Background: an optimization exercise with open tools, aiming at small area, a short achievable clock period and few clock cycles per item. Do not read the settings as production practice.
In this exercise RTL edits were held to simulation tests only and were not proved equivalent to the original.

==> design.v <==
package rau_pkg;
  localparam int unsigned ValueWidth = 32;
  localparam logic [2:0] FUNC_ADD = 3'd0;
  localparam logic [2:0] FUNC_SUB = 3'd1;
  localparam logic [2:0] FUNC_MUL = 3'd2;
  localparam logic [2:0] FUNC_DIV = 3'd3;
  localparam logic [2:0] FUNC_NEG = 3'd4;
  localparam logic [2:0] FUNC_EQ  = 3'd5;
  localparam logic [1:0] ST_OK       = 2'd0;
  localparam logic [1:0] ST_ZERO_DEN = 2'd1;
  localparam logic [1:0] ST_DIV_ZERO = 2'd2;
  localparam logic [1:0] ST_OVERFLOW = 2'd3;
endpackage
module rau_gcd (
  input  logic [63:0] v_i,
  output logic [6:0]  lz_o
);
  logic [15:0] z4;
  logic [1:0]  c4 [16];
  for (genvar g = 0; g < 16; g++) begin : g_l4
    logic [3:0] n;
    assign n      = v_i[4*g+3:4*g];
    assign z4[g]  = (n == 4'd0);
    assign c4[g]  = n[3] ? 2'd0 : n[2] ? 2'd1 : n[1] ? 2'd2 : 2'd3;
  end
  logic [3:0] z16;
  logic [3:0] c16 [4];
  for (genvar g = 0; g < 4; g++) begin : g_l16
    assign z16[g] = &z4[4*g+3:4*g];
    assign c16[g] = !z4[4*g+3] ? {2'd0, c4[4*g+3]} :
                    !z4[4*g+2] ? {2'd1, c4[4*g+2]} :
                    !z4[4*g+1] ? {2'd2, c4[4*g+1]} : {2'd3, c4[4*g]};
  end
  assign lz_o = !z16[3] ? {3'd0, c16[3]} :
                !z16[2] ? {3'd1, c16[2]} :
                !z16[1] ? {3'd2, c16[1]} :
                !z16[0] ? {3'd3, c16[0]} : 7'd64;
endmodule
module rau_back (
  input  logic        clk_i,
  input  logic        rst_ni,
  input  logic        in_valid_i,
  output logic        in_ready_o,
  input  logic [2:0]  func_i,
  input  logic [31:0] ln_i,
  input  logic [31:0] ld_i,
  input  logic [31:0] rn_i,
  input  logic [31:0] rd_i,
  output logic        out_valid_o,
  input  logic        out_ready_i,
  output logic [31:0] num_o,
  output logic [30:0] den_o,
  output logic        eq_o,
  output logic [1:0]  status_o
);
  logic        s_idle_q, s_early_q, s_mul_q, s_comb_q, s_i1_q, s_i2_q, s_align_q, s_quot_q;
  logic        f_mul_q, f_div_q, f_md_q, f_mdn_q, f_eq_q, f_neg_q, f_sub_q, f_as_q;
  logic        sa_q, sb_q, fa_q, fb_q, fc_q, add_q, rneg_q, nfirst_q;
  logic        sticky_q, ov_q, eq_q, last_q, mlast_q, zero_q;
  logic [1:0]  status_q, pst_q;
  logic [5:0]  cnt_q;
  logic [3:0]  jm1_q;
  logic [6:0]  z1_q;
  logic [5:0]  bud_q;
  logic        pb1_q, pb2_q;
  logic [31:0] ra_q, rb_q;
  logic [34:0] h1_q, h2_q, h3_q;
  logic [31:0] l1_q, l2_q, l3_q;
  logic [31:0] t_q, s_q;
  logic        ln_s, ld_s, rn_s, rd_s;
  assign ln_s = ln_i[31];
  assign ld_s = ld_i[31];
  assign rn_s = rn_i[31];
  assign rd_s = rd_i[31];
  logic       early, in_neg;
  logic [1:0] early_st;
  assign in_neg = (func_i == rau_pkg::FUNC_NEG);
  always_comb begin
    early    = 1'b1;
    early_st = rau_pkg::ST_OK;
    if (func_i > rau_pkg::FUNC_EQ) begin
      early_st = rau_pkg::ST_OK;
    end else if (ld_i == '0 || (!in_neg && rd_i == '0)) begin
      early_st = rau_pkg::ST_ZERO_DEN;
    end else if (func_i == rau_pkg::FUNC_DIV && rn_i == '0) begin
      early_st = rau_pkg::ST_DIV_ZERO;
    end else begin
      early = 1'b0;
    end
  end
  function automatic logic [14:0] sig_pairs(input logic [31:0] y);
    logic [30:0] d;
    d = y[30:0] ^ {31{y[31]}};
    for (int k = 0; k < 15; k++) sig_pairs[k] = d[2*k+1] | d[2*k+2];
  endfunction
  logic [31:0] mult1_in, mult2_in;
  logic [14:0] sp;
  logic [3:0]  jm1_in;
  assign mult1_in = in_neg ? 32'd1 : (func_i == rau_pkg::FUNC_DIV) ? rn_i : rd_i;
  assign mult2_in = in_neg ? 32'd1 : (func_i == rau_pkg::FUNC_DIV) ? rd_i : rn_i;
  assign sp       = sig_pairs(rn_i) | sig_pairs(rd_i);
  always_comb begin
    jm1_in = 4'd0;
    for (int k = 0; k < 15; k++) begin
      if (sp[k]) jm1_in = 4'(k + 1);
    end
    if (in_neg) jm1_in = 4'd0;
  end
  logic [31:0] m1, m2;
  logic [34:0] s1, s2, s3;
  function automatic logic [35:0] booth_pp(input logic [31:0] m, input logic [2:0] dg,
                                           input logic flip);
    logic [34:0] v;
    logic        n;
    case (dg)
      3'b001, 3'b010, 3'b101, 3'b110: v = {{3{m[31]}}, m};
      3'b011, 3'b100:                 v = {{2{m[31]}}, m, 1'b0};
      default:                        v = '0;
    endcase
    n = (dg[2] & ~(dg[1] & dg[0])) ^ (flip & (dg != 3'b000) & (dg != 3'b111));
    booth_pp = {v ^ {35{n}}, n};
  endfunction
  function automatic logic [34:0] booth_add(input logic [34:0] h, input logic [35:0] pp);
    logic [35:0] t;
    t = {h, 1'b1} + pp;
    booth_add = t[35:1];
  endfunction
  logic [31:0] lmask;
  always_comb begin
    for (int i = 0; i < 16; i++) lmask[2*i +: 2] = {2{({1'b0, 4'(i)} + {1'b0, jm1_q}) >= 5'd15}};
  end
  assign m1  = f_mdn_q ? rb_q : ra_q;
  assign m2  = f_mdn_q ? ra_q : rb_q;
  assign s1  = booth_add(h1_q, booth_pp(m1, {l1_q[1:0], pb1_q}, fa_q));
  logic [64:0] a_v;
  logic [63:0] b_v;
  logic [65:0] addsub;
  logic        qb;
  logic [64:0] asel;
  logic [6:0]  zb;
  logic [63:0] bsh;
  logic [33:0] tsum, ssum;
  logic [33:0] xt_n, xs_n;
  logic        t_fit, s_fit, xt_fit, xs_fit;
  logic        b_zero, ovf, done;
  assign a_v = {h1_q[32:0], l1_q};
  assign b_v = {h2_q[31:0], l2_q};
  assign addsub = {1'b0, a_v} + ({2'b00, b_v} ^ {66{!add_q}}) + {65'd0, !add_q};
  assign qb   = ~addsub[65];
  logic selq;
  assign selq = qb & !(s_i1_q | s_i2_q);
  assign asel = selq ? addsub[64:0] : a_v;
  rau_gcd u_lzb (.v_i(b_v), .lz_o(zb));
  assign bsh = b_v << zb[5:0];
  logic [35:0] pp2, pp3;
  logic [35:0] topa, topb, sopa, sopb;
  logic [35:0] tsum36, ssum36;
  assign pp2 = booth_pp(m2,   {l2_q[1:0], pb2_q}, fb_q);
  assign pp3 = booth_pp(rb_q, {l1_q[1:0], pb1_q}, fc_q);
  always_comb begin
    if (s_mul_q) begin
      topa = {h2_q[34], h2_q};
      topb = {pp2[35], pp2[35:1]};
      sopa = {h3_q[34], h3_q};
      sopb = {pp3[35], pp3[35:1]};
    end else if (s_align_q) begin
      topa = {{4{l3_q[31]}}, l3_q};
      topb = {{4{ra_q[31]}}, ra_q};
      sopa = {{4{h3_q[31]}}, h3_q[31:0]};
      sopb = {{4{rb_q[31]}}, rb_q};
    end else begin
      topa = {{3{l3_q[31]}}, l3_q, 1'b0};
      topb = {{4{t_q[31]}}, t_q};
      sopa = {{3{h3_q[31]}}, h3_q[31:0], 1'b0};
      sopb = {{4{s_q[31]}}, s_q};
    end
  end
  assign tsum36 = topa + topb + {35'd0, s_mul_q & pp2[0]};
  assign ssum36 = sopa + sopb + {35'd0, s_mul_q & pp3[0]};
  assign s2   = tsum36[34:0];
  assign s3   = ssum36[34:0];
  assign tsum = tsum36[33:0];
  assign ssum = ssum36[33:0];
  assign xt_n = qb ? tsum : topa[33:0];
  assign xs_n = qb ? ssum : sopa[33:0];
  function automatic logic fits32(input logic [33:0] v);
    fits32 = (v[33:31] == 3'b000) || (v[33:31] == 3'b111);
  endfunction
  assign t_fit  = fits32(tsum);
  assign s_fit  = fits32(ssum);
  assign xt_fit = fits32(xt_n);
  assign xs_fit = fits32(xs_n);
  assign b_zero = (b_v == '0);
  assign ovf    = sticky_q || !t_fit || !s_fit || (!b_zero && (zb >= {1'b0, bud_q}));
  assign done   = ovf || b_zero;
  logic [6:0] kd;
  assign kd   = zb - z1_q;
  logic [6:0] kk;
  assign kk   = nfirst_q ? kd : 7'd0 - kd;
  logic acc;
  assign acc         = s_idle_q | (s_early_q & !ov_q) | (s_comb_q & f_eq_q & !ov_q);
  assign in_ready_o  = acc;
  assign out_valid_o = ov_q;
  assign num_o       = t_q & {32{!zero_q}};
  assign den_o       = s_q[30:0] & {31{!zero_q}};
  assign eq_o        = eq_q;
  assign status_o    = status_q;
  logic comb_go, comb_fin, comb_swap, i1_zero, align_fin, fin, quot_exit;
  assign comb_go   = s_comb_q & !ov_q & !f_eq_q & (!f_as_q | add_q | qb);
  assign comb_swap = s_comb_q & !ov_q & f_as_q & !add_q & !qb;
  assign comb_fin  = s_comb_q & !ov_q & f_eq_q;
  assign i1_zero   = s_i1_q & !ov_q & b_zero;
  assign align_fin = s_align_q & done;
  assign fin       = (s_early_q & !ov_q) | comb_fin | align_fin | i1_zero;
  assign quot_exit = s_quot_q & (last_q | sticky_q | !xt_fit | !xs_fit);
  always_ff @(posedge clk_i or negedge rst_ni) begin
    if (!rst_ni) begin
      s_idle_q  <= 1'b1;
      s_early_q <= 1'b0;
      s_mul_q   <= 1'b0;
      s_comb_q  <= 1'b0;
      s_i1_q    <= 1'b0;
      s_i2_q    <= 1'b0;
      s_align_q <= 1'b0;
      s_quot_q  <= 1'b0;
      ov_q      <= 1'b0;
    end else begin
      if (out_ready_i) ov_q <= 1'b0;
      if (fin) ov_q <= 1'b1;
      if (s_early_q && !ov_q) begin
        s_early_q <= 1'b0;
        s_idle_q  <= 1'b1;
      end
      if (s_mul_q && mlast_q) begin
        s_mul_q  <= 1'b0;
        s_comb_q <= !f_mdn_q;
        s_i1_q   <= f_mdn_q;
      end
      if (comb_fin) begin
        s_comb_q <= 1'b0;
        s_idle_q <= 1'b1;
      end
      if (comb_go) begin
        s_comb_q <= 1'b0;
        s_i1_q   <= 1'b1;
      end
      if (s_i1_q && !ov_q) begin
        s_i1_q   <= 1'b0;
        s_idle_q <= b_zero;
        s_i2_q   <= !b_zero;
      end
      if (s_i2_q) begin
        s_i2_q   <= 1'b0;
        s_quot_q <= 1'b1;
      end
      if (s_align_q) begin
        s_align_q <= 1'b0;
        s_idle_q  <= done;
        s_quot_q  <= !done;
      end
      if (quot_exit) begin
        s_quot_q  <= 1'b0;
        s_align_q <= 1'b1;
      end
      if (acc && in_valid_i) begin
        s_idle_q  <= 1'b0;
        s_comb_q  <= 1'b0;
        s_early_q <= early;
        s_mul_q   <= !early;
      end
    end
  end
  always_ff @(posedge clk_i) begin
    if (acc) begin
      f_mul_q  <= (func_i == rau_pkg::FUNC_MUL);
      f_div_q  <= (func_i == rau_pkg::FUNC_DIV);
      f_md_q   <= (func_i[2:1] == 2'b01);
      f_mdn_q  <= (func_i[2:1] == 2'b01) || in_neg;
      rneg_q   <= in_neg ? ~(ln_s ^ ld_s) : (ln_s ^ ld_s ^ rn_s ^ rd_s);
      f_eq_q   <= (func_i == rau_pkg::FUNC_EQ);
      f_neg_q  <= in_neg;
      f_sub_q  <= (func_i == rau_pkg::FUNC_SUB);
      f_as_q   <= (func_i[2:1] == 2'b00);
      sa_q     <= ln_s ^ ld_s;
      sb_q     <= rn_s ^ rd_s;
      fa_q     <= in_neg ? ld_s : (func_i[2:1] == 2'b01) ? (ld_s ^ ((func_i == rau_pkg::FUNC_DIV) ? rn_s : rd_s))
                                                        : (ln_s ^ rd_s);
      fb_q     <= in_neg ? ln_s : (func_i[2:1] == 2'b01) ? (ln_s ^ ((func_i == rau_pkg::FUNC_DIV) ? rd_s : rn_s))
                                                        : (ld_s ^ rn_s);
      fc_q     <= ld_s ^ rd_s;
      add_q    <= 1'b0;
      pst_q    <= early_st;
      sticky_q <= 1'b0;
      cnt_q    <= '0;
      pb1_q    <= 1'b0;
      pb2_q    <= 1'b0;
      h1_q     <= '0;
      h2_q     <= '0;
      h3_q     <= '0;
      ra_q     <= ln_i;
      rb_q     <= ld_i;
      l3_q     <= '0;
      l1_q     <= mult1_in;
      l2_q     <= mult2_in;
      jm1_q    <= jm1_in;
      mlast_q  <= (jm1_in == 4'd0);
    end
    if (fin) begin
      status_q <= s_early_q ? pst_q : (align_fin && ovf) ? rau_pkg::ST_OVERFLOW : rau_pkg::ST_OK;
      eq_q     <= comb_fin && (a_v[63:0] == b_v) && (sa_q == sb_q || a_v == '0);
      zero_q <= !(i1_zero || (align_fin && !ovf));
      if (i1_zero) begin
        t_q <= '0;
        s_q <= 32'd1;
      end
    end
    if (s_mul_q) begin
      cnt_q   <= cnt_q + 6'd1;
      mlast_q <= (cnt_q[3:0] + 4'd1 == jm1_q);
      h1_q    <= {{2{s1[34]}}, s1[34:2]};
      h2_q    <= {{2{s2[34]}}, s2[34:2]};
      h3_q    <= {{2{s3[34]}}, s3[34:2]};
      l1_q    <= {s1[1:0], l1_q[31:2]} & (mlast_q ? lmask : '1);
      l2_q    <= {s2[1:0], l2_q[31:2]} & (mlast_q ? lmask : '1);
      l3_q    <= {s3[1:0], l3_q[31:2]};
      pb1_q   <= l1_q[1];
      pb2_q   <= l2_q[1];
      if (mlast_q) add_q <= f_as_q && (sa_q == (sb_q ^ f_sub_q));
    end
    if (comb_go) begin
      {h2_q[31:0], l2_q} <= asel[63:0];
      {h1_q[32:0], l1_q} <= {1'b0, h3_q[31:0], l3_q};
      rneg_q <= sa_q;
      add_q  <= 1'b0;
    end
    if (comb_swap) begin
      {h1_q[32:0], l1_q} <= {1'b0, b_v};
      {h2_q[31:0], l2_q} <= asel[63:0];
      sa_q <= sb_q ^ f_sub_q;
      sb_q <= sa_q ^ f_sub_q;
    end
    if (s_i1_q && !ov_q) begin
      {h1_q[32:0], l1_q} <= {1'b0, bsh};
      {h2_q[31:0], l2_q} <= asel[63:0];
      z1_q <= zb;
      nfirst_q <= !qb;
    end
    if (s_i2_q) begin
      if (nfirst_q) begin
        {h2_q[31:0], l2_q} <= bsh;
        cnt_q  <= kd[5:0];
        last_q <= (kd[5:0] == 6'd0);
      end else begin
        {h1_q[32:0], l1_q} <= {1'b0, bsh};
        {h2_q[31:0], l2_q} <= asel[63:0];
        cnt_q  <= 6'd0 - kd[5:0];
        last_q <= (kd[5:0] == 6'd0);
      end
      bud_q <= 6'd32 - kk[5:0];
      if (kk[6] || kk[5]) sticky_q <= 1'b1;
      ra_q <= nfirst_q ? 32'd0 : rneg_q ? '1 : 32'd1;
      t_q  <= nfirst_q ? (rneg_q ? '1 : 32'd1) : 32'd0;
      rb_q <= nfirst_q ? 32'd1 : 32'd0;
      s_q  <= nfirst_q ? 32'd0 : 32'd1;
      l3_q <= '0;
      h3_q <= '0;
    end
    if (s_align_q) begin
      ra_q <= t_q;
      t_q  <= tsum[31:0];
      rb_q <= s_q;
      s_q  <= ssum[31:0];
      l3_q <= '0;
      h3_q <= '0;
      {h2_q[31:0], l2_q} <= bsh;
      cnt_q  <= zb[5:0];
      last_q <= (zb[5:0] == 6'd0);
      bud_q  <= bud_q - zb[5:0];
    end
    if (s_quot_q) begin
      l3_q <= xt_n[31:0];
      h3_q <= {3'b000, xs_n[31:0]};
      if (!xt_fit || !xs_fit) sticky_q <= 1'b1;
      if (!last_q) begin
        {h1_q[32:0], l1_q} <= {asel[63:0], 1'b0};
        cnt_q  <= cnt_q - 6'd1;
        last_q <= (cnt_q == 6'd1);
      end else begin
        {h1_q[32:0], l1_q} <= {1'b0, b_v};
        {h2_q[31:0], l2_q} <= asel[63:0];
      end
    end
  end
endmodule
module rational_arithmetic_unit (
  input  logic        clk_i,
  input  logic        rst_ni,
  input  logic        in_valid,
  output logic        in_ready,
  input  logic [2:0]  in_func,
  input  logic [31:0] in_left_numerator,
  input  logic [31:0] in_left_denominator,
  input  logic [31:0] in_right_numerator,
  input  logic [31:0] in_right_denominator,
  output logic        out_valid,
  input  logic        out_ready,
  output logic [31:0] out_result_numerator,
  output logic [30:0] out_result_denominator,
  output logic        out_is_equal,
  output logic [1:0]  out_status
);
  rau_back u_back (
    .clk_i      (clk_i),
    .rst_ni     (rst_ni),
    .in_valid_i (in_valid),
    .in_ready_o (in_ready),
    .func_i     (in_func),
    .ln_i       (in_left_numerator),
    .ld_i       (in_left_denominator),
    .rn_i       (in_right_numerator),
    .rd_i       (in_right_denominator),
    .out_valid_o(out_valid),
    .out_ready_i(out_ready),
    .num_o      (out_result_numerator),
    .den_o      (out_result_denominator),
    .eq_o       (out_is_equal),
    .status_o   (out_status)
  );
endmodule
==> flow/run.sh <==
#!/bin/bash
# The standard layout, with repair_timing asked for extra setup slack so
# that the design is sized for a shorter clock than the 12 ns constraint.
set -o pipefail
bash standard.sh SETUP_SLACK_MARGIN=7 finish > flow_standard.log 2>&1
==> standard.sh <==
#!/bin/bash
# synth_recipe.tcl (not shown) runs the flow's synth.tcl, then flattens the netlist and writes it again
# the make line also repeats each setting of config.mk as NAME=value (left out here)
make -C /OpenROAD-flow-scripts/flow DESIGN_CONFIG=/design/flow/config.mk WORK_HOME=/design/flow/orfs CLKGATE_MAP_FILE= SYNTH_SCRIPT=/design/flow/synth_recipe.tcl "${@:-finish}"
==> config.mk <==
export PLATFORM = sky130hd
export DESIGN_NAME = rational_arithmetic_unit
export DESIGN_NICKNAME = rational_arithmetic_unit
export VERILOG_FILES = /design/flow/design.v
export SDC_FILE = /design/flow/constraint.sdc
export NUM_CORES = 4
export LEC_CHECK = 0
export CAP_MARGIN = 20
export CORE_MARGIN = 2
export CORE_UTILIZATION = 40
export PLACE_DENSITY = 0.6
export SLEW_MARGIN = 20
==> constraint.sdc <==
create_clock -name core_clock -period 12.0 [get_ports {clk_i}]
set_input_delay 2.4000 -clock core_clock [delete_from_list [all_inputs] [get_ports {clk_i}]]
set_output_delay 2.4000 -clock core_clock [all_outputs]
set_load 0.01 [all_outputs]
==> results of run 1 <==
==> kinds of logic (layout without fill, tap and decap cells) <==
logic type	Yosys count	count (layout)	share of synthesized area [%]
other	0	4	0
muxes	404	404	9.88
buffers and inverters	558	685	5.28
AOI/OAI and AO/OA	1884	1884	29.8
DFF	379	379	23.1
and+or+nand+nor	1619	1624	17.3
xor gates and xnor gates	420	420	8.53
adders and majority gates	210	210	6.22
==> routing by layer <==
layer / track usage, % / vias up / routed length, um
li1: - / 20800 / -
met1: 54.0 / 23900 / 93200
met2: 58.8 / 3797 / 97500
met3: 14.8 / 840 / 35000
met4: 24.0 / 4 / 17800
met5: 0 / - / 40
==> layout make-up <==
type	instances	area (um2)	share of cell area, %
Clock buffer	58	1280	2.52
Clock inverter	30	344	0.675
Tap cell	1403	1760	3.44
Multi-Input combinational cell	4542	32200	63.1
Inverter	119	463	0.908
Antenna cell	4	10.0	0.0196
Timing Repair Buffer	478	4930	9.68
Sequential cell	379	9990	19.6
==> cells in the mapped netlist (all sizes together), types with 70 or more instances <==
master,instances
edfxtp,231
nor2b,95
nor3,70
a221oi,122
nor2,393
a21oi,389
xnor2,293
ha,203
o21ai,430
inv,111
nand2,680
a211oi,94
buf,132
xor2,127
a22oi,166
dfxtp,139
mux2,116
clkbuf,307
o22ai,74
mux2i,284
nand3,75
a21o,81
==> sequential cells by signal, summed over array words and instances, names as in the netlist, 2 cells and up <==
name,count
u_back.z1_q,7
u_back.h2_q,33
u_back.l2_q,32
u_back.ra_q,32
u_back.l3_q,32
u_back.l1_q,32
u_back.rb_q,32
u_back.pst_q,2
u_back.cnt_q,6
u_back.s_q,32
u_back.status_q,2
u_back.jm1_q,4
u_back.bud_q,6
u_back.h3_q,33
u_back.t_q,32
u_back.h1_q,34
==> repair_timing <==
item | CTS | global route
gates cloned | 14 | 5
resized for setup | 183 | 170
endpoints found under the setup margin | 269 | 183
buffers inserted | 57 | 60
pin swaps | 23 | 73
hold buffers | 0 | 0
==> how the worst max path moves through the flow <==
stage | from | endpoint | slack [ns] | cells after the start
final | u_back.l2_q[5] | u_back.h1_q[28] | 6.91 | 16
after global routing | u_back.f_mdn_q | u_back.eq_q | 6.80 | 21
after CTS | u_back.f_mdn_q | u_back.eq_q | 6.97 | 21
after detailed placement | u_back.add_q | u_back.l2_q[28] | 5.10 | 16
after global placement | u_back.add_q | u_back.l2_q[28] | 5.21 | 16
after floorplan | u_back.l2_q[0] | u_back.eq_q | 7.01 | 23
==> worst max-delay path: cells and delay by family, from the launching register on <==
kind                   cells  cell delay [ns]
AND/OR/NAND/NOR            2             0.84
flip-flops                 1             0.47
AO/OA/AOI/OAI             10             2.61
buffers and inverters      4             0.86
==> cells in the final DEF (no fill, tap or decap), drive strengths merged, types with 74 or more instances in the layout <==
cell,Yosys,routed
mux2,116,116
buf,132,265
xor2,127,127
nand2,680,680
xnor2,293,293
a211oi,94,94
edfxtp,231,231
a21o,81,81
mux2i,284,284
a21oi,389,389
clkdlybuf4s50,0,202
nor2b,95,95
nand3,75,75
a221oi,122,122
o22ai,74,74
dfxtp,139,139
inv,111,112
nor2,393,394
o21ai,430,430
a22oi,166,166
ha,203,203
==> results.py, run 1 <==
metrics = {
    "run_status": {
        "status": "no timing/DRC/antenna violations",
    },
    "cells_and_area": {
        "utilization_pct": 47.6,
        "final_area_um2": 51000,
        "fill_cells": 10500,
        "drive_above_1_share_pct": 13.7,
        "syn_to_final_growth_pct": 18.2,
        "final_net_count": 5913,
        "stdcell_count": 7013,
    },
    "worst_setup_path": {
        "required_ns": 12.53,
        "slowest_delay_ns": 0.57,
        "start_kind": "flop",
        "crit_chain": "or4_1 > o21ai_1 > nand3_1 > a211o_2 > buf_12 > inv_2 > buf_12 > a2111oi_0 > a221oi_2 > o22ai_1 > a221oi_2 > o31ai_2 > a221oi_2 > buf_4 > o21ai_1 > a311o_1",
        "timing.critical_path.mode_cell": "a221oi_2",
        "ff2ff_path_depth": 16,
        "worstReg2RegEnd": "u_back.h1_q[28]",
        "crit_slowest_cell": "or4_1",
        "end_kind": "flop",
        "cp.arrival_ns": 5.62,
        "regToRegSetupSlack_ns": 6.91,
        "path_class": "flop to flop",
        "timing.rr.start": "u_back.l2_q[5]",
        "path_max_fanout": 70,
    },
    "timing": {
        "fin_crit_sh_pct": 42.4,
        "setup_viol": 0,
        "skew_ns": 0.0390,
        "worst_pin_slew_ns": 1.25,
        "slew_viol_final": 0,
        "hold_ws_ns": 0.475,
        "maxSlewHeadroom_pct": 16.0,
        "hold_viol_final": 0,
        "fmax_mhz": 197,
        "fin_ws_ns": 6.91,
        "final.setup.tns_ns": 0,
        "fin_crit_ns": 5.09,
        "rsz0062_at_grt": "yes",
    },
    "floorplan": {
        "num_io_pins": 203,
        "row_count": 120,
        "die_width_um": 332,
        "dieArea_um2": 110000,
        "die_height_um": 332,
        "initial_core_util_pct": 40.3,
        "coreArea_um2": 107000,
    },
    "placed_design": {
        "hpwl_um": 176000,
        "dp_slack_ns": 5.10,
        "place_area_um2": 46400,
        "routabilityCongestion": 1.18,
        "placed_cells": 6785,
        "io_buffers": 202,
    },
    "synthesis": {
        "synth_area_um2": 43100,
        "synthTopCellsByArea": "edfxtp_1 16%, mux2i_1 6.5%, dfxtp_1 6.5%",
        "ys_types": 109,
        "synthArstFlopShare_pct": 2.37,
        "synth_flop_cell": "edfxtp_1",
        "netlist.area_leader.share_pct": 16.1,
        "synth-seq-area-share_pct": 23.1,
        "synth_edf_count": 231,
        "syn_inst": 5474,
        "syn-num-nets": 5819,
        "yosysTopAreaCell": "edfxtp_1",
        "synth.avg_cell_area_um2": 7.88,
        "synth-seq-cells": 379,
        "yosys_warnings": 4,
    },
    "clocking": {
        "clock_latency_ns": 0.66,
        "ctsLongestPathBuffers": 3,
        "clkTransAtPathRegs_ns": 0.06,
        "cts_max_level": 2,
        "cts_sinks": 379,
        "cts_buffers": 48,
        "cts_tree": "yes",
        "cts-root-buf": "clkbuf_16",
    },
    "flow_run": {
        "max_cap_violations": 0,
    },
    "route": {
        "drc": 0,
        "via_count": 49300,
        "viasPerCell": 7.03,
        "drt_first_pass_iters": 10,
        "drt_wl_total_um": 244000,
        "drtAntennaViolNets": 0,
        "wl_per_cell_um": 34.7,
        "drtIter0Drc": 8063,
    },
    "global_routing": {
        "track_usage_pct": 41.5,
        "grt_overflow": 0,
        "grt_max_degree": 96,
        "grt_pass1_wl_um": 335000,
        "antenna_found_initial": 8,
        "grt_pass1_vias": 44800,
    },
    "min_path": {
        "hold_path_depth": 2,
        "hold_path_end": "u_back.h3_q[33]",
        "min-delay-start": "u_back.h3_q[33]",
        "hold_path_class": "flop to flop",
    },
}
Testbench counts, summed over its fixed seeds: cycles 60,459, items 1,280.
==> inputs of run 2 (changes only) <==
--- a/design.v
+++ b/design.v
@@ -17,22 +17,29 @@
 );
-  logic [15:0] z4;
-  logic [1:0]  c4 [16];
-  for (genvar g = 0; g < 16; g++) begin : g_l4
-    logic [3:0] n;
-    assign n      = v_i[4*g+3:4*g];
-    assign z4[g]  = (n == 4'd0);
-    assign c4[g]  = n[3] ? 2'd0 : n[2] ? 2'd1 : n[1] ? 2'd2 : 2'd3;
+  logic [31:0] v1;
+  logic [31:0] c1;
+  for (genvar g = 0; g < 32; g++) begin : g1
+    assign v1[g] = v_i[2*g+1] | v_i[2*g];
+    assign c1[g] = ~v_i[2*g+1];
   end
-  logic [3:0] z16;
-  logic [3:0] c16 [4];
-  for (genvar g = 0; g < 4; g++) begin : g_l16
-    assign z16[g] = &z4[4*g+3:4*g];
-    assign c16[g] = !z4[4*g+3] ? {2'd0, c4[4*g+3]} :
-                    !z4[4*g+2] ? {2'd1, c4[4*g+2]} :
-                    !z4[4*g+1] ? {2'd2, c4[4*g+1]} : {2'd3, c4[4*g]};
+  logic [15:0] v2; logic [1:0] c2 [16];
+  for (genvar g = 0; g < 16; g++) begin : g2
+    assign v2[g] = v1[2*g+1] | v1[2*g];
+    assign c2[g] = v1[2*g+1] ? {1'b0, c1[2*g+1]} : {1'b1, c1[2*g]};
   end
-  assign lz_o = !z16[3] ? {3'd0, c16[3]} :
-                !z16[2] ? {3'd1, c16[2]} :
-                !z16[1] ? {3'd2, c16[1]} :
-                !z16[0] ? {3'd3, c16[0]} : 7'd64;
+  logic [7:0] v3; logic [2:0] c3 [8];
+  for (genvar g = 0; g < 8; g++) begin : g3
+    assign v3[g] = v2[2*g+1] | v2[2*g];
+    assign c3[g] = v2[2*g+1] ? {1'b0, c2[2*g+1]} : {1'b1, c2[2*g]};
+  end
+  logic [3:0] v4; logic [3:0] c4 [4];
+  for (genvar g = 0; g < 4; g++) begin : g4
+    assign v4[g] = v3[2*g+1] | v3[2*g];
+    assign c4[g] = v3[2*g+1] ? {1'b0, c3[2*g+1]} : {1'b1, c3[2*g]};
+  end
+  logic [1:0] v5; logic [4:0] c5 [2];
+  for (genvar g = 0; g < 2; g++) begin : g5
+    assign v5[g] = v4[2*g+1] | v4[2*g];
+    assign c5[g] = v4[2*g+1] ? {1'b0, c4[2*g+1]} : {1'b1, c4[2*g]};
+  end
+  assign lz_o = !(v5[1] | v5[0]) ? 7'd64 : v5[1] ? {2'b00, c5[1]} : {2'b01, c5[0]};
 endmodule
@@ -57,3 +64,3 @@
   logic        f_mul_q, f_div_q, f_md_q, f_mdn_q, f_eq_q, f_neg_q, f_sub_q, f_as_q;
-  logic        sa_q, sb_q, fa_q, fb_q, fc_q, add_q, rneg_q, nfirst_q;
+  logic        sa_q, sb_q, fa_q, fb_q, fc_q, rneg_q, nfirst_q;
   logic        sticky_q, ov_q, eq_q, last_q, mlast_q, zero_q;
@@ -77,2 +84,4 @@
   assign in_neg = (func_i == rau_pkg::FUNC_NEG);
+  logic in_add;
+  assign in_add = (func_i[2:1] == 2'b00) && ((ln_s ^ ld_s) == (rn_s ^ rd_s ^ func_i[0]));
   always_comb begin
@@ -147,3 +156,5 @@
   assign b_v = {h2_q[31:0], l2_q};
-  assign addsub = {1'b0, a_v} + ({2'b00, b_v} ^ {66{!add_q}}) + {65'd0, !add_q};
+  logic [65:0] b66;
+  assign b66    = {h2_q[33:32], b_v};
+  assign addsub = {1'b0, a_v} + ~b66 + 66'd1;
   assign qb   = ~addsub[65];
@@ -208,4 +219,4 @@
   logic comb_go, comb_fin, comb_swap, i1_zero, align_fin, fin, quot_exit;
-  assign comb_go   = s_comb_q & !ov_q & !f_eq_q & (!f_as_q | add_q | qb);
-  assign comb_swap = s_comb_q & !ov_q & f_as_q & !add_q & !qb;
+  assign comb_go   = s_comb_q & !ov_q & !f_eq_q & (!f_as_q | qb);
+  assign comb_swap = s_comb_q & !ov_q & f_as_q & !qb;
   assign comb_fin  = s_comb_q & !ov_q & f_eq_q;
@@ -288,5 +299,4 @@
       fb_q     <= in_neg ? ln_s : (func_i[2:1] == 2'b01) ? (ln_s ^ ((func_i == rau_pkg::FUNC_DIV) ? rd_s : rn_s))
-                                                        : (ld_s ^ rn_s);
+                                                        : (ld_s ^ rn_s ^ in_add);
       fc_q     <= ld_s ^ rd_s;
-      add_q    <= 1'b0;
       pst_q    <= early_st;
@@ -309,3 +319,3 @@
       status_q <= s_early_q ? pst_q : (align_fin && ovf) ? rau_pkg::ST_OVERFLOW : rau_pkg::ST_OK;
-      eq_q     <= comb_fin && (a_v[63:0] == b_v) && (sa_q == sb_q || a_v == '0);
+      eq_q     <= comb_fin && (addsub[63:0] == '0) && (sa_q == sb_q || a_v == '0);
       zero_q <= !(i1_zero || (align_fin && !ovf));
@@ -327,9 +337,7 @@
       pb2_q   <= l2_q[1];
-      if (mlast_q) add_q <= f_as_q && (sa_q == (sb_q ^ f_sub_q));
     end
     if (comb_go) begin
-      {h2_q[31:0], l2_q} <= asel[63:0];
+      {h2_q[33:0], l2_q} <= {2'b00, asel[63:0]};
       {h1_q[32:0], l1_q} <= {1'b0, h3_q[31:0], l3_q};
       rneg_q <= sa_q;
-      add_q  <= 1'b0;
     end
@@ -337,3 +345,3 @@
       {h1_q[32:0], l1_q} <= {1'b0, b_v};
-      {h2_q[31:0], l2_q} <= asel[63:0];
+      {h2_q[33:0], l2_q} <= {2'b00, asel[63:0]};
       sa_q <= sb_q ^ f_sub_q;
@@ -343,3 +351,3 @@
       {h1_q[32:0], l1_q} <= {1'b0, bsh};
-      {h2_q[31:0], l2_q} <= asel[63:0];
+      {h2_q[33:0], l2_q} <= {2'b00, asel[63:0]};
       z1_q <= zb;
@@ -349,3 +357,3 @@
       if (nfirst_q) begin
-        {h2_q[31:0], l2_q} <= bsh;
+        {h2_q[33:0], l2_q} <= {2'b00, bsh};
         cnt_q  <= kd[5:0];
@@ -354,3 +362,3 @@
         {h1_q[32:0], l1_q} <= {1'b0, bsh};
-        {h2_q[31:0], l2_q} <= asel[63:0];
+        {h2_q[33:0], l2_q} <= {2'b00, asel[63:0]};
         cnt_q  <= 6'd0 - kd[5:0];
@@ -374,3 +382,3 @@
       h3_q <= '0;
-      {h2_q[31:0], l2_q} <= bsh;
+      {h2_q[33:0], l2_q} <= {2'b00, bsh};
       cnt_q  <= zb[5:0];
@@ -389,3 +397,3 @@
         {h1_q[32:0], l1_q} <= {1'b0, b_v};
-        {h2_q[31:0], l2_q} <= asel[63:0];
+        {h2_q[33:0], l2_q} <= {2'b00, asel[63:0]};
       end
==> results.py, run 2 <==
metrics = {
    "run_status": {
        "status": "no timing/DRC/antenna violations",
    },
    "global_routing": {
        "grt_overflow": 0,
        "track_usage_pct": 40.0,
        "grt_pass1_wl_um": 328000,
        "antenna_found_initial": 9,
        "grt_max_degree": 73,
        "grt_pass1_vias": 45200,
    },
    "cells_and_area": {
        "largest_register_ffs": 35,
        "reg_top3": "u_back.h2_q: 35 flops, u_back.h1_q: 34 flops, u_back.h3_q: 33 flops",
        "top_register": "u_back.h2_q",
        "fill_cells": 10400,
        "final_common_cell": "nand2_1",
        "drive_above_1_share_pct": 15.8,
        "syn_to_final_growth_pct": 20.8,
        "final_cell_mix": "678 x nand2_1, 388 x a21oi_1, 365 x nor2_1",
        "final_net_count": 6025,
    },
    "worst_setup_path": {
        "worstReg2RegEnd": "u_back.eq_q",
        "path_class": "flop to flop",
        "cp.arrival_ns": 5.94,
        "end_kind": "flop",
        "required_ns": 12.51,
        "regToRegSetupSlack_ns": 6.57,
        "start_kind": "flop",
        "ff2ff_path_depth": 14,
        "path_max_fanout": 8,
        "timing.rr.start": "u_back.l2_q[5]",
    },
    "synthesis": {
        "syn_inst": 5547,
        "synth_area_um2": 43400,
        "ys_types": 111,
        "synth.most_common_cell": "nand2_1",
        "synth-seq-cells": 380,
        "synth_flop_cell": "edfxtp_1",
        "yosysTopAreaCell": "edfxtp_1",
        "synth.avg_cell_area_um2": 7.82,
        "synth-seq-area-share_pct": 23.0,
        "synthTopCellsByArea": "edfxtp_1 16%, mux2i_1 7.6%, dfxtp_1 6.5%",
        "synth_edf_count": 231,
        "synthArstFlopShare_pct": 2.37,
        "synth_commonest_cells": "686 x nand2_1, 415 x a21oi_1, 379 x nor2_1, 365 x o21ai_0, 343 x clkbuf_1",
        "netlist.area_leader.share_pct": 16.0,
        "yosys_warnings": 6,
        "syn-num-nets": 5894,
    },
    "timing": {
        "skew_ns": 0.0244,
        "maxSlewHeadroom_pct": 13.0,
        "fmax_mhz": 184,
        "fin_crit_ns": 5.43,
        "rsz0062_at_grt": "yes",
        "setup_viol": 0,
        "fin_crit_sh_pct": 45.3,
        "worst_pin_slew_ns": 1.29,
        "hold_viol_final": 0,
        "slew_viol_final": 0,
        "final.setup.tns_ns": 0,
    },
    "route": {
        "drt_wl_total_um": 236000,
        "wl_per_cell_um": 33.1,
        "drc": 0,
        "drt_first_pass_iters": 9,
        "viasPerCell": 6.94,
        "drtIter0Drc": 7366,
        "via_count": 49400,
        "drtAntennaViolNets": 0,
    },
    "floorplan": {
        "row_count": 120,
        "dieArea_um2": 111000,
        "num_io_pins": 203,
        "die_width_um": 333,
        "coreArea_um2": 107000,
        "die_height_um": 333,
        "initial_core_util_pct": 40.4,
    },
    "clocking": {
        "cts_tree": "yes",
        "clkTransAtPathRegs_ns": 0.07,
        "clock_latency_ns": 0.64,
        "cts_max_level": 2,
        "cts_sinks": 380,
        "cts_buffers": 49,
        "cts-root-buf": "clkbuf_16",
        "ctsLongestPathBuffers": 3,
    },
    "flow_run": {
        "max_cap_violations": 0,
    },
    "min_path": {
        "hold_path_class": "flop to flop",
        "hold_path_depth": 2,
        "hold_path_end": "u_back.h3_q[33]",
        "min-delay-start": "u_back.h3_q[33]",
    },
    "placed_design": {
        "io_buffers": 202,
        "routabilityCongestion": 1.11,
        "hpwl_um": 171000,
    },
}
run 2: changes by cell type after synthesis, sizes merged, moves of 47 or more:
cell	previous run	this run
mux2i	284	342
buf	132	85
inv	111	177
nand3	75	133
xnor2	293	188
o21ai	430	382
run 2: how the worst max path moves through the flow:
stage	cells after the start	end	startpoint	slack, ns
global placement	23	u_back.sticky_q	u_back.h2_q[8]	4.84
global route	14	u_back.eq_q	u_back.l2_q[5]	6.60
CTS	16	u_back.eq_q	u_back.l1_q[1]	6.83
floorplan	21	u_back.eq_q	u_back.l1_q[1]	7.03
finish	14	u_back.eq_q	u_back.l2_q[5]	6.57
detailed placement	23	u_back.sticky_q	u_back.h2_q[17]	4.84
run 2: critical path: stages, from the launching register on:
cell and delay [ns]:
dfxtp_2 0.50, inv_1 0.18, ha_1 0.41, o21ai_0 0.28, nor3_2 0.08, a21boi_2 0.19, o2111ai_1 0.45, a31oi_2 0.28
o21ai_0 0.42, nand4b_1 0.46, nand2_1 0.22, xor2_1 0.58, nand4_1 0.59, nor4_4 0.44, buf_4 0.19
run 2: cell families after synthesis:
logic type / Yosys count / share of synthesized area, %
AOI/OAI and AO/OA: 1847 / 28.8
and+or+nand+nor: 1711 / 18.4
buffers and inverters: 610 / 5.65
muxes: 499 / 12.2
DFF: 380 / 23.0
xor gates and xnor gates: 288 / 5.82
adders and majority gates: 212 / 6.24
run 2: stage by stage:
stage	instances	hold WS, ns	instance area, um2	utilization (%)	setup slack (ns)
floorplan	5547	0.449	43400	-	7.03
global placement	6832	0.461	46500	43.3	4.84
detailed placement	6832	0.466	46500	43.3	4.84
CTS	7033	0.475	50900	47.4	6.83
global route	7118	0.507	52400	48.8	6.60
finish	7128	0.476	52400	48.8	6.57
run 2: timing repair:
item / in CTS / in global routing
setup buffers: 89 / 76
pin swaps: 68 / 90
gates cloned: 25 / 8
endpoints found under the setup margin: 249 / 197
hold buffers: 0 / 0
resized for setup: 300 / 179
run 2: layer usage:
metal	GRT usage, %	routed length, um	share of wire (%)	up-vias
met1	52.4	90700	38	23800
met4	22.6	16900	7.2	8
met5	0	276	0.12	-
met3	13.2	32100	14	747
met2	57.4	95800	41	3757
li1	-	-	-	21100
run 2: final cells by class:
cell class	count	area (um2)	share of cell area, %
inverters	182	741	1.41
well taps	1403	1760	3.35
repair inverters	2	17.5	0.0334
repair buffers	501	5460	10.4
clock buffers	64	1370	2.62
diodes	11	27.5	0.0525
flip-flops and latches	380	10000	19.1
clock inverters	23	292	0.556
multi-input cells	4562	32700	62.4
Testbench counts of run 2, summed over its fixed seeds: cycles 60,459, items 1,280.
==> inputs of run 3 (changes only) <==
--- a/design.v
+++ b/design.v
@@ -319,3 +319,3 @@
       status_q <= s_early_q ? pst_q : (align_fin && ovf) ? rau_pkg::ST_OVERFLOW : rau_pkg::ST_OK;
-      eq_q     <= comb_fin && (addsub[63:0] == '0) && (sa_q == sb_q || a_v == '0);
+      eq_q     <= comb_fin && (a_v[63:0] == b_v) && (sa_q == sb_q || a_v == '0);
       zero_q <= !(i1_zero || (align_fin && !ovf));
==> results.py, run 3 <==
metrics = {
    "timing": {
        "rsz0062_at_grt": "yes",
        "fin_crit_ns": 5.19,
        "fmax_mhz": 193,
        "final.setup.tns_ns": 0,
        "fin_crit_sh_pct": 43.2,
        "maxSlewHeadroom_pct": 14.7,
        "fin_ws_ns": 6.81,
        "slew_viol_final": 0,
        "worst_pin_slew_ns": 1.27,
        "setup_viol": 0,
        "hold_ws_ns": 0.478,
        "hold_viol_final": 0,
        "skew_ns": 0.0216,
    },
    "synthesis": {
        "yosys_warnings": 6,
        "netlist.area_leader.share_pct": 16.3,
        "ys_types": 103,
        "synthArstFlopShare_pct": 2.37,
        "yosysTopAreaCell": "edfxtp_1",
        "syn-num-nets": 5872,
        "synth_xor_area_share_pct": 5.95,
        "synth_top_family_by_area": "compound AO/OA/AOI/OAI gates",
        "synthSimpleGateAreaFrac_pct": 18.2,
        "synth_fa_ha_area_share_pct": 6.36,
        "synth_area_um2": 42500,
        "synth_flop_cell": "edfxtp_1",
        "synth_edf_count": 231,
        "synth-seq-area-share_pct": 23.4,
        "synth-seq-cells": 380,
        "synthTopCellsByArea": "edfxtp_1 16%, mux2i_1 7.4%, nand2_1 7.3%",
        "synth.most_common_cell": "nand2_1",
        "synth.mux.area_fraction_pct": 10.5,
        "synth_commonest_cells": "827 x nand2_1, 420 x a21oi_1, 405 x o21ai_0, 379 x nor2_1, 321 x clkbuf_1",
        "synth-compound-area-share_pct": 29.9,
        "synth.avg_cell_area_um2": 7.69,
        "syn_inst": 5525,
    },
    "placed_design": {
        "dp_slack_ns": 5.33,
        "hpwl_um": 162000,
        "routabilityCongestion": 1.13,
        "io_buffers": 202,
        "place_area_um2": 45600,
    },
    "floorplan": {
        "num_io_pins": 203,
        "die_width_um": 330,
        "initial_core_util_pct": 40.3,
        "dieArea_um2": 109000,
        "die_height_um": 330,
        "row_count": 119,
        "coreArea_um2": 105000,
    },
    "route": {
        "drt_first_pass_iters": 17,
        "drc": 0,
        "viasPerCell": 6.94,
        "via_count": 48600,
        "wl_per_cell_um": 32.1,
        "drtAntennaViolNets": 0,
        "drtIter0Drc": 8700,
        "drt_wl_total_um": 225000,
    },
    "clocking": {
        "cts_sinks": 380,
        "cts_buffers": 48,
        "clock_latency_ns": 0.64,
        "cts_tree": "yes",
        "cts_max_level": 2,
        "clkTransAtPathRegs_ns": 0.06,
        "cts-root-buf": "clkbuf_16",
        "holdBufCountCts": 0,
        "ctsLongestPathBuffers": 3,
    },
    "global_routing": {
        "grt_max_degree": 82,
        "use_met2_pct": 55.5,
        "grt_overflow": 0,
        "use_met3_pct": 15.5,
        "met1_usage_pct": 49.8,
        "gr-max-usage-layer": "met2",
        "track_usage_pct": 39.1,
        "grt_pass1_vias": 44400,
        "antenna_found_initial": 11,
        "grt_pass1_wl_um": 314000,
    },
    "worst_setup_path": {
        "start_kind": "flop",
        "path_class": "flop to flop",
        "path_max_fanout": 10,
        "timing.rr.start": "u_back.pb1_q",
        "cp.arrival_ns": 5.72,
        "ff2ff_path_depth": 22,
        "required_ns": 12.53,
        "end_kind": "flop",
        "cp-startpoint": "u_back.pb1_q",
    },
    "cells_and_area": {
        "final_cell_mix": "817 x nand2_1, 403 x a21oi_1, 385 x o21ai_0",
        "syn_to_final_growth_pct": 17.6,
        "drive_above_1_share_pct": 12.5,
        "reg_top3": "u_back.h2_q: 35 flops, u_back.h1_q: 34 flops, u_back.h3_q: 33 flops",
        "final_common_cell": "nand2_1",
        "top_register": "u_back.h2_q",
        "final_area_um2": 50000,
        "final_net_count": 5916,
        "largest_register_ffs": 35,
    },
    "run_status": {
        "status": "no timing/DRC/antenna violations",
    },
    "min_path": {
        "hold_path_class": "flop to flop",
        "hold_path_depth": 2,
        "min-delay-start": "u_back.h3_q[33]",
    },
    "flow_run": {
        "max_cap_violations": 0,
    },
}
[run 3: stage by stage]
stage          cells  utilization, %
5_1_grt         6996            47.4
6_report        7003            47.4
2_1_floorplan   5525               -
3_5_place_dp    6792            43.3
3_3_place_gp    6792            43.3
4_1_cts         6957            46.4
[run 3: critical path, stage by stage, from the launching register on]
cell,delay [ns]
edfxtp_1,0.38
buf_6,0.16
xor2_4,0.17
buf_12,0.16
buf_4,0.29
a22oi_2,0.13
xnor2_1,0.15
nand2_1,0.06
o21ai_0,0.09
ha_1,0.33
a21o_1,0.19
a21o_1,0.17
a21o_1,0.20
o32ai_4,0.39
o221ai_4,0.17
a221o_1,0.40
xnor2_2,0.15
or4_1,0.49
a31o_4,0.25
nor3_4,0.28
buf_4,0.16
nand3_1,0.08
a221oi_2,0.22
[run 3: cells by family after synthesis]
group | count (synthesis)
buf+inv | 598
fa+ha+maj | 212
mux | 429
xor+xnor | 289
flops | 380
simple gates | 1731
compound gates | 1886
[run 3: per-layer routing]
| layer | up-vias | share of wire (%) |
|---|---|---|
| li1 | 20700 | - |
| met4 | 16 | 7.8 |
| met5 | - | 0.082 |
| met1 | 23000 | 37 |
| met2 | 3957 | 40 |
| met3 | 958 | 15 |
[run 3: timing repair]
item	in CTS	in global routing
setup buffers	61	31
gates cloned	18	8
resized for setup	179	146
setup endpoints to repair	264	180
pin swaps	34	33
endpoints found under the hold margin	0	0
[run 3: final timing paths]
kind	to	slack [ns]
setup / recovery	u_back.s_quot_q	6.81
min in group asynchronous	u_back.s_mul_q	2.18
hold reg to reg	u_back.h3_q[33]	0.48
hold / removal	u_back.h3_q[33]	0.48
setup reg to reg	u_back.s_quot_q	6.81
max in group asynchronous	u_back.s_align_q	9.33
[run 3: layout make-up]
class | instances | area [um2]
fill | 10400 | 55400
multi-input combinational | 4550 | 31400
sequential | 380 | 10000
timing repair buffer | 424 | 4640
tap | 1391 | 1740
clock buffer | 57 | 1260
inverter | 165 | 633
clock inverter | 29 | 289
antenna | 7 | 17.5
Testbench counts of run 3, summed over its fixed seeds: cycles 60,459, items 1,280.
==> inputs of run 4 (changes only) <==
--- a/design.v
+++ b/design.v
@@ -62,6 +62,6 @@
 );
-  logic        s_idle_q, s_early_q, s_mul_q, s_comb_q, s_i1_q, s_i2_q, s_align_q, s_quot_q;
+  logic        s_idle_q, s_early_q, s_mul_q, s_comb_q, s_i1_q, s_i2_q, s_align_q, s_quot_q, s_fin2_q;
   logic        f_mul_q, f_div_q, f_md_q, f_mdn_q, f_eq_q, f_neg_q, f_sub_q, f_as_q;
   logic        sa_q, sb_q, fa_q, fb_q, fc_q, rneg_q, nfirst_q;
-  logic        sticky_q, ov_q, eq_q, last_q, mlast_q, zero_q;
+  logic        sticky_q, ov_q, eq_q, last_q, mlast_q, zero_q, fitbad_q;
   logic [1:0]  status_q, pst_q;
@@ -204,3 +204,3 @@
   assign b_zero = (b_v == '0);
-  assign ovf    = sticky_q || !t_fit || !s_fit || (!b_zero && (zb >= {1'b0, bud_q}));
+  assign ovf    = sticky_q || (!b_zero && (zb >= {1'b0, bud_q}));
   assign done   = ovf || b_zero;
@@ -223,4 +223,4 @@
   assign i1_zero   = s_i1_q & !ov_q & b_zero;
-  assign align_fin = s_align_q & done;
-  assign fin       = (s_early_q & !ov_q) | comb_fin | align_fin | i1_zero;
+  assign align_fin = s_align_q & ovf;
+  assign fin       = (s_early_q & !ov_q) | comb_fin | align_fin | i1_zero | s_fin2_q;
   assign quot_exit = s_quot_q & (last_q | sticky_q | !xt_fit | !xs_fit);
@@ -236,2 +236,3 @@
       s_quot_q  <= 1'b0;
+      s_fin2_q  <= 1'b0;
       ov_q      <= 1'b0;
@@ -268,5 +269,10 @@
         s_align_q <= 1'b0;
-        s_idle_q  <= done;
+        s_idle_q  <= ovf;
+        s_fin2_q  <= !ovf && b_zero;
         s_quot_q  <= !done;
       end
+      if (s_fin2_q) begin
+        s_fin2_q <= 1'b0;
+        s_idle_q <= 1'b1;
+      end
       if (quot_exit) begin
@@ -318,5 +324,5 @@
     if (fin) begin
-      status_q <= s_early_q ? pst_q : (align_fin && ovf) ? rau_pkg::ST_OVERFLOW : rau_pkg::ST_OK;
+      status_q <= s_early_q ? pst_q : (align_fin || (s_fin2_q && fitbad_q)) ? rau_pkg::ST_OVERFLOW : rau_pkg::ST_OK;
       eq_q     <= comb_fin && (a_v[63:0] == b_v) && (sa_q == sb_q || a_v == '0);
-      zero_q <= !(i1_zero || (align_fin && !ovf));
+      zero_q <= !(i1_zero || (s_fin2_q && !fitbad_q));
       if (i1_zero) begin
@@ -386,2 +392,4 @@
       bud_q  <= bud_q - zb[5:0];
+      fitbad_q <= !t_fit || !s_fit;
+      if (!t_fit || !s_fit) sticky_q <= 1'b1;
     end
==> results.py, run 4 <==
metrics = {
    "floorplan": {
        "coreArea_um2": 105000,
        "dieArea_um2": 109000,
        "die_width_um": 330,
        "num_io_pins": 203,
        "row_count": 119,
        "die_height_um": 330,
        "initial_core_util_pct": 40.4,
    },
    "route": {
        "drt_wl_total_um": 232000,
        "wl_per_cell_um": 33.8,
        "drt_first_pass_iters": 8,
        "drc": 0,
        "drtIter0Drc": 7381,
        "viasPerCell": 6.88,
        "drtAntennaViolNets": 0,
        "via_count": 47200,
    },
    "worst_setup_path": {
        "path_class": "flop to flop",
        "cp_num_cells": 23,
        "timing.critical_path.mode_cell": "inv_1",
        "endpoint": "u_back.sticky_q",
        "required_ns": 12.53,
        "regToRegSetupSlack_ns": 6.91,
        "critPathBufInv": 4,
        "end_kind": "flop",
        "crit_slowest_cell": "or3b_2",
        "ff2ff_path_depth": 23,
        "worstReg2RegEnd": "u_back.sticky_q",
        "start_kind": "flop",
        "cp.arrival_ns": 5.62,
        "cp-startpoint": "u_back.l2_q[1]",
        "path_delay_family": "compound AO/OA/AOI/OAI gates",
        "path_max_fanout": 30,
        "timing.rr.start": "u_back.l2_q[1]",
        "slowest_delay_ns": 0.52,
        "crit_chain": "inv_1 > nand3_1 > o21ai_2 > buf_12 > inv_1 > o22ai_1 > xnor2_1 > nand2_1 > o21ai_0 > ha_1 > a21oi_1 > or3b_2 > nand4b_1 > nand3_2 > a21boi_4 > o41ai_4 > buf_4 > xnor2_4 > o2bb2ai_1 > a22oi_1 > mux2i_4 > o211ai_1 > a221o_1",
    },
    "clocking": {
        "cts_max_level": 2,
        "cts_sinks": 382,
        "clock_latency_ns": 0.68,
        "cts_buffers": 50,
        "cts-root-buf": "clkbuf_16",
        "ctsLongestPathBuffers": 3,
        "clkTransAtPathRegs_ns": 0.06,
        "cts_tree": "yes",
        "holdBufCountCts": 0,
    },
    "cells_and_area": {
        "stdcell_count": 6863,
        "largest_register_ffs": 35,
        "reg_top3": "u_back.h2_q: 35 flops, u_back.h1_q: 34 flops, u_back.h3_q: 33 flops",
        "syn_to_final_growth_pct": 17.3,
        "final_area_um2": 49900,
        "final_net_count": 5769,
        "final_common_cell": "nand2_1",
        "top_register": "u_back.h2_q",
        "drive_above_1_share_pct": 12.7,
        "final_cell_mix": "685 x nand2_1, 402 x a21oi_1, 389 x o21ai_0",
        "fill_cells": 10500,
    },
    "timing": {
        "worst_pin_slew_ns": 1.24,
        "fin_crit_ns": 5.09,
        "slew_viol_final": 0,
        "fin_crit_sh_pct": 42.4,
        "maxSlewHeadroom_pct": 16.9,
        "hold_viol_final": 0,
        "final.setup.tns_ns": 0,
        "skew_ns": 0.0509,
        "setup_viol": 0,
        "hold_ws_ns": 0.504,
        "fmax_mhz": 196,
        "rsz0062_at_grt": "yes",
    },
    "synthesis": {
        "syn_inst": 5404,
        "yosys_warnings": 6,
        "syn-num-nets": 5751,
        "netlist.area_leader.share_pct": 16.4,
        "synth-seq-area-share_pct": 23.5,
        "synth-seq-cells": 382,
        "synthArstFlopShare_pct": 2.62,
        "synth_edf_count": 232,
        "yosysTopAreaCell": "edfxtp_1",
        "synth_area_um2": 42600,
        "synth.most_common_cell": "nand2_1",
        "synth_commonest_cells": "692 x nand2_1, 419 x a21oi_1, 417 x o21ai_0, 387 x mux2i_1, 328 x nor2_1",
        "synth_flop_cell": "edfxtp_1",
        "ys_types": 100,
        "synthTopCellsByArea": "edfxtp_1 16%, mux2i_1 9.1%, dfxtp_1 6.6%",
        "synth.avg_cell_area_um2": 7.88,
    },
    "run_status": {
        "status": "no timing/DRC/antenna violations",
    },
    "placed_design": {
        "routabilityCongestion": 1.06,
        "placed_cells": 6660,
        "place_area_um2": 45600,
        "io_buffers": 202,
        "hpwl_um": 171000,
    },
    "flow_run": {
        "max_cap_violations": 0,
    },
    "global_routing": {
        "grt_overflow": 0,
        "grt_max_degree": 72,
        "track_usage_pct": 40.3,
        "grt_pass1_wl_um": 319000,
        "grt_pass1_vias": 43000,
        "antenna_found_initial": 9,
    },
    "min_path": {
        "hold_path_class": "flop to flop",
    },
}
run 4: changes by cell type in the layout (fill, tap and decap cells not counted), moves of 23 or more:
cell      change
nand2_1     -132
mux2i_1      +60
a222oi_1     -57
a221oi_1     +50
nor2_1       -44
a211oi_1     -30
mux2_2       +23
run 4: timing repair:
item,4_1_cts,5_1_grt
pin swaps,21,43
resized for setup,233,144
endpoints found under the hold margin,0,0
endpoints found under the setup margin,244,165
gates cloned,10,7
setup buffers,44,40
run 4: layout make-up:
cell class / count / area [um2] / share of cell area, %
antenna: 9 / 22.5 / 0.0451
clock buffer: 66 / 1380 / 2.75
clock inverter: 27 / 320 / 0.642
inverter: 181 / 702 / 1.41
multi-input combinational: 4406 / 31300 / 62.8
sequential: 382 / 10100 / 20.3
tap: 1391 / 1740 / 3.49
timing repair buffer: 401 / 4310 / 8.63
run 4: worst min path at each step:
| stage | to | slack, ns | cells past startpoint | start |
|---|---|---|---|---|
| floorplan | u_back.fitbad_q | 0.45 | 0 | u_back.s_align_q |
| global placement | u_back.h3_q[33] | 0.48 | 1 | u_back.h3_q[33] |
| detailed placement | u_back.h3_q[33] | 0.49 | 1 | u_back.h3_q[33] |
| CTS | u_back.h3_q[33] | 0.50 | 1 | u_back.h3_q[33] |
| global route | u_back.s_fin2_q | 0.53 | 1 | u_back.s_fin2_q |
| finish | u_back.h3_q[33] | 0.50 | 1 | u_back.h3_q[33] |
run 4: metal layers:
metal	up-vias	routed length (um)	GRT usage, %
li1	20300	-	-
met1	22800	91100	52.8
met2	3410	93800	57.1
met3	728	31900	15.3
met4	6	14900	21.3
met5	-	37	0
run 4: metrics by stage:
step	utilization, %	worst slack, ns
floorplan	-	6.98
global placement	43.2	5.36
detailed placement	43.2	5.27
CTS	46.4	7.00
global route	47.3	6.81
finish	47.3	6.91
run 4: cells by family after synthesis:
| family | count (synthesis) | share of synthesized area, % |
|---|---|---|
| adder cells (fa/ha/maj) | 212 | 6.36 |
| XOR/XNOR | 294 | 6.05 |
| AND/OR/NAND/NOR | 1539 | 16.7 |
| AO/OA/AOI/OAI | 1827 | 28.5 |
| flip-flops | 382 | 23.5 |
| buffers and inverters | 620 | 5.86 |
| multiplexers | 530 | 13.0 |
Testbench counts of run 4, summed over its fixed seeds: cycles 60,789, items 1,280.

-- static timing again, ports no longer ideal --
No port has a modelled driver above. Below, the same layouts with a new extraction and two added sets of constraints. Step 1 (the two cells are an assumption about what drives the block):
set clk [get_ports {clk_i}]
set_driving_cell -lib_cell sky130_fd_sc_hd__clkbuf_16 $clk
set_driving_cell -lib_cell sky130_fd_sc_hd__buf_2 [delete_from_list [all_inputs] $clk]
Step 2 moves the port delays by t, midway between the first and last clock arrival at a register: inputs arrive t later, outputs are due t later. That takes back most of the time a late clock gives input paths. Three values: no drivers, after step 1, after step 2; two values: the first two.
run	t, ns	setup slack, ns	worst slew at a driven data input, ns
run 1	0.707	6.914 / 6.914 / 6.382	0.08
run 2	0.699	6.569 / 6.569 / 6.283	0.07
run 3	0.704	6.814 / 6.814 / 6.465	0.07
run 4	0.728	6.911 / 6.911 / 6.408	0.08
After both steps setup and hold are still met in every run listed. For run 1, which loses most, drivers alone change the setup slack by 0.000 ns; drivers and shift together by -0.532 ns.
